Background: an optimization exercise with open tools, aiming at small area and a short achievable clock period. Do not read the settings as production practice.
At most, simulation tests tie the RTL to the original design; equivalence was not proved.

==> try-maple: inputs <==
==> flow/design.v (excerpt) <==
module rec_axis_packer #(
    parameter int COL        = 640,
    parameter int ROW        = 480,
    parameter int FIFO_DEPTH = 64
) (
    input  logic        clk,
    input  logic        rst,
    input  logic        recvalid,
    input  logic [7:0]  recpixel,
    input  logic        reclast,
    output logic [31:0] m_tdata,
    output logic        m_tvalid,
    input  logic        m_tready,
    output logic        m_tlast,
    output logic        m_tuser,
    output logic        overflow,
    output logic        frame_done,
    output logic        frame_err
);
==> module rec_axis_packer, before the edit <==
module rec_axis_packer #(
    parameter int COL        = 640,
    parameter int ROW        = 480,
    parameter int FIFO_DEPTH = 64
) (
    input  logic        clk,
    input  logic        rst,
    input  logic        recvalid,
    input  logic [7:0]  recpixel,
    input  logic        reclast,
    output logic [31:0] m_tdata,
    output logic        m_tvalid,
    input  logic        m_tready,
    output logic        m_tlast,
    output logic        m_tuser,
    output logic        overflow,
    output logic        frame_done,
    output logic        frame_err
);
    localparam int CW = $clog2(COL);
    localparam int RW = (ROW > 1) ? $clog2(ROW) : 1;
    localparam int AW = $clog2(FIFO_DEPTH);
    logic [CW-1:0] col;
    logic [RW-1:0] row;
    logic [23:0]   lanes;
    logic          pk_valid;
    logic [33:0]   pk_word;
    logic [33:0]   mem [FIFO_DEPTH];
    logic [AW:0]   wptr;
    logic [AW:0]   rptr;
    logic          empty;
    logic          full;
    logic          rd;
    logic          wr;
    logic          at_end;
    logic          col_end;
    assign col_end = (col == CW'(COL - 1));
    assign at_end  = col_end && (row == RW'(ROW - 1));
    assign empty   = (wptr == rptr);
    assign full    = (wptr[AW] != rptr[AW]) &&
                     (wptr[AW-1:0] == rptr[AW-1:0]);
    assign rd      = !empty && m_tready;
    assign wr      = pk_valid && (!full || rd);
    always_ff @(posedge clk) begin
        if (rst) begin
            col        <= '0;
            row        <= '0;
            lanes      <= '0;
            pk_valid   <= 1'b0;
            pk_word    <= '0;
            frame_done <= 1'b0;
            frame_err  <= 1'b0;
        end else begin
            pk_valid   <= 1'b0;
            frame_done <= 1'b0;
            frame_err  <= 1'b0;
            if (recvalid) begin
                if (reclast && !at_end) begin
                    frame_err <= 1'b1;
                    col       <= '0;
                    row       <= '0;
                end else begin
                    case (col[1:0])
                        2'd0: lanes[7:0]   <= recpixel;
                        2'd1: lanes[15:8]  <= recpixel;
                        2'd2: lanes[23:16] <= recpixel;
                        2'd3: begin
                            pk_valid <= 1'b1;
                            pk_word  <= {(row == '0) && (col == CW'(3)),
                                         col_end, recpixel, lanes};
                        end
                    endcase
                    if (col_end) begin
                        col <= '0;
                        if (row == RW'(ROW - 1))
                            row <= '0;
                        else
                            row <= row + 1'b1;
                    end else begin
                        col <= col + 1'b1;
                    end
                    if (at_end) begin
                        if (reclast)
                            frame_done <= 1'b1;
                        else
                            frame_err <= 1'b1;
                    end
                end
            end
        end
    end
    always_ff @(posedge clk) begin
        if (wr)
            mem[wptr[AW-1:0]] <= pk_word;
    end
    always_ff @(posedge clk) begin
        if (rst) begin
            wptr     <= '0;
            rptr     <= '0;
            overflow <= 1'b0;
        end else begin
            if (wr)
                wptr <= wptr + 1'b1;
            if (rd)
                rptr <= rptr + 1'b1;
            if (pk_valid && full && !rd)
                overflow <= 1'b1;
        end
    end
    always_comb begin
        m_tvalid = !empty;
        {m_tuser, m_tlast, m_tdata} = '0;
        if (!empty)
            {m_tuser, m_tlast, m_tdata} = mem[rptr[AW-1:0]];
    end
endmodule
make LEC_CHECK=0 CAP_MARGIN=20 CORE_MARGIN=2 CORE_UTILIZATION=40 SLEW_MARGIN=20 finish   # period 5.5 ns
run.sh (not shown) runs the stock make flow with config.mk's settings and CLKGATE_MAP_FILE= SYNTH_SCRIPT=/design/flow/synth_recipe.tcl, a recipe that flattens the netlist after the stock synthesis.
==> try-fjord (differences from try-maple) <==
==> flow/design.v (replaced) <==
module rec_axis_packer #(
    parameter int COL        = 640,
    parameter int ROW        = 480,
    parameter int FIFO_DEPTH = 64
) (
    input  logic        clk,
    input  logic        rst,
    input  logic        recvalid,
    input  logic [7:0]  recpixel,
    input  logic        reclast,
    output logic [31:0] m_tdata,
    output logic        m_tvalid,
    input  logic        m_tready,
    output logic        m_tlast,
    output logic        m_tuser,
    output logic        overflow,
    output logic        frame_done,
    output logic        frame_err
);
    localparam int CW = $clog2(COL);
    localparam int RW = (ROW > 1) ? $clog2(ROW) : 1;
    localparam int SD = FIFO_DEPTH - 1;           
    localparam int AW = $clog2(FIFO_DEPTH);
    logic [CW-1:0] col;
    logic [RW-1:0] row;
    logic [23:0]   lanes;
    logic          pk_valid;
    logic [9:0]    pk_hi;                         
    logic [33:0]   pk_word;
    logic [33:0]   mem [SD];
    logic [AW-1:0] wptr;                          
    logic [SD-1:0] roh;                           
    logic [AW-1:0] cnt;                           
    logic          int_empty;
    logic          int_full;
    logic          out_valid;
    logic [33:0]   out_word;
    logic [33:0]   rdata;
    logic [33:0]   nxt;
    logic          col_end;
    logic          row_end;
    logic          at_end;
    logic          early;
    logic          full;
    logic          rd;
    logic          commit;
    logic          out_free;
    logic          load;
    logic          push;                          
    logic          pop;                           
    assign col_end   = (col == CW'(COL - 1));
    assign row_end   = (row == RW'(ROW - 1));
    assign at_end    = col_end && row_end;
    assign early     = reclast && !at_end;
    assign pk_word   = {pk_hi, lanes};
    assign full      = out_valid && int_full;
    assign rd        = out_valid && m_tready;
    assign commit    = pk_valid && (!full || rd);
    assign out_free  = !out_valid || m_tready;
    assign load      = out_free && (!int_empty || pk_valid);
    assign pop       = out_free && !int_empty;
    assign push      = commit && !(out_free && int_empty);
    always_ff @(posedge clk) begin
        if (rst) begin
            col        <= '0;
            row        <= '0;
            pk_valid   <= 1'b0;
            frame_done <= 1'b0;
            frame_err  <= 1'b0;
        end else begin
            pk_valid   <= recvalid && (col[1:0] == 2'd3) && !early;
            frame_done <= recvalid && reclast && at_end;
            frame_err  <= recvalid && (reclast != at_end);
            if (recvalid) begin
                if (early) begin
                    col <= '0;
                    row <= '0;
                end else if (col_end) begin
                    col <= '0;
                    row <= row_end ? '0 : row + 1'b1;
                end else begin
                    col <= col + 1'b1;
                end
            end
        end
    end
    always_ff @(posedge clk) begin
        if (col[1:0] == 2'd0) lanes[7:0]   <= recpixel;
        if (col[1:0] == 2'd1) lanes[15:8]  <= recpixel;
        if (col[1:0] == 2'd2) lanes[23:16] <= recpixel;
        if (col[1:0] == 2'd3)
            pk_hi <= {(row == '0) && (col == CW'(3)), col_end, recpixel};
    end
    always_ff @(posedge clk) begin
        if (push)
            mem[wptr] <= pk_word;
    end
    always_comb begin
        rdata = '0;
        for (int i = 0; i < SD; i++)
            rdata = rdata | (mem[i] & {34{roh[i]}});
    end
    assign nxt = int_empty ? (pk_valid ? pk_word : '0) : rdata;
    always_ff @(posedge clk) begin
        if (rst) begin
            wptr      <= '0;
            roh       <= SD'(1);
            cnt       <= '0;
            int_empty <= 1'b1;
            int_full  <= 1'b0;
            out_valid <= 1'b0;
            out_word  <= '0;
            overflow  <= 1'b0;
        end else begin
            if (push)
                wptr <= (wptr == AW'(SD - 1)) ? '0 : wptr + 1'b1;
            if (pop)
                roh <= {roh[SD-2:0], roh[SD-1]};
            if (push && !pop) begin
                cnt       <= cnt + 1'b1;
                int_empty <= 1'b0;
                int_full  <= (cnt == AW'(SD - 1));
            end else if (pop && !push) begin
                cnt       <= cnt - 1'b1;
                int_empty <= (cnt == AW'(1));
                int_full  <= 1'b0;
            end
            out_valid <= load || (out_valid && !m_tready);
            if (out_free)
                out_word <= nxt;
            if (pk_valid && full && !rd)
                overflow <= 1'b1;
        end
    end
    assign m_tvalid = out_valid;
    assign {m_tuser, m_tlast, m_tdata} = out_word;
endmodule
CORE_UTILIZATION = 60   (was 40)
CTS_CLUSTER_DIAMETER = 100   (was unset)
CTS_CLUSTER_SIZE = 28   (was unset)
SETUP_SLACK_MARGIN = 3.0   (was unset)
==> impl_metrics.tcl <==
set metrics [dict create \
    status "finished clean" \
    crit_type "reg -> out" \
    netlist.area_leader.share_pct 74.4 \
    synth.avg_cell_area_um2 20.8 \
    synth_cell_types 84 \
    place_inst 7164 \
    seq_power_share_pct 55.6 \
    gp_congestion 0.846 \
]
-- figures above: try-maple

==> impl_metrics.tcl <==
set metrics [dict create \
    place_inst 6135 \
    crit_type "reg -> reg" \
    netlist.area_leader.share_pct 79.4 \
    synth.avg_cell_area_um2 18.9 \
    status "finished clean" \
]
-- figures above: try-fjord

No functional check of the RTL was part of try-fjord.

==> afterwards: timing with drivers on the ports <==
Ports are ideal in the flow. The routed layouts listed here were re-timed in OpenROAD. Step 1 assumes that a clkbuf_16 drives the clock port and a buf_2 every other input. Step 2 adds t to the input delays and takes it off the output delays; t is the mean of the earliest and latest rising clock arrival at the registers after step 1. Input paths then give back, and output paths get back, about the clock's delay inside the block. Three values: ideal ports, drivers, drivers and shift; two values: the first two.
run	t (ns)	slack for setup (ns)	worst hold slack (ns)	worst register clock-pin slew, ns	worst slew at a driven data input, ns
try-maple	0.935	0.019 / -0.070 / 0.818	0.437 / 0.437 / 0.437	0.07 / 0.07	0.18
try-fjord	0.860	2.881 / 2.881 / 2.136	0.488 / 0.488 / 0.488	0.12 / 0.12	0.04
After both steps setup and hold are still met in every run listed. For try-fjord, which loses most, drivers alone change the setup slack by 0.000 ns; drivers and shift together by -0.745 ns.
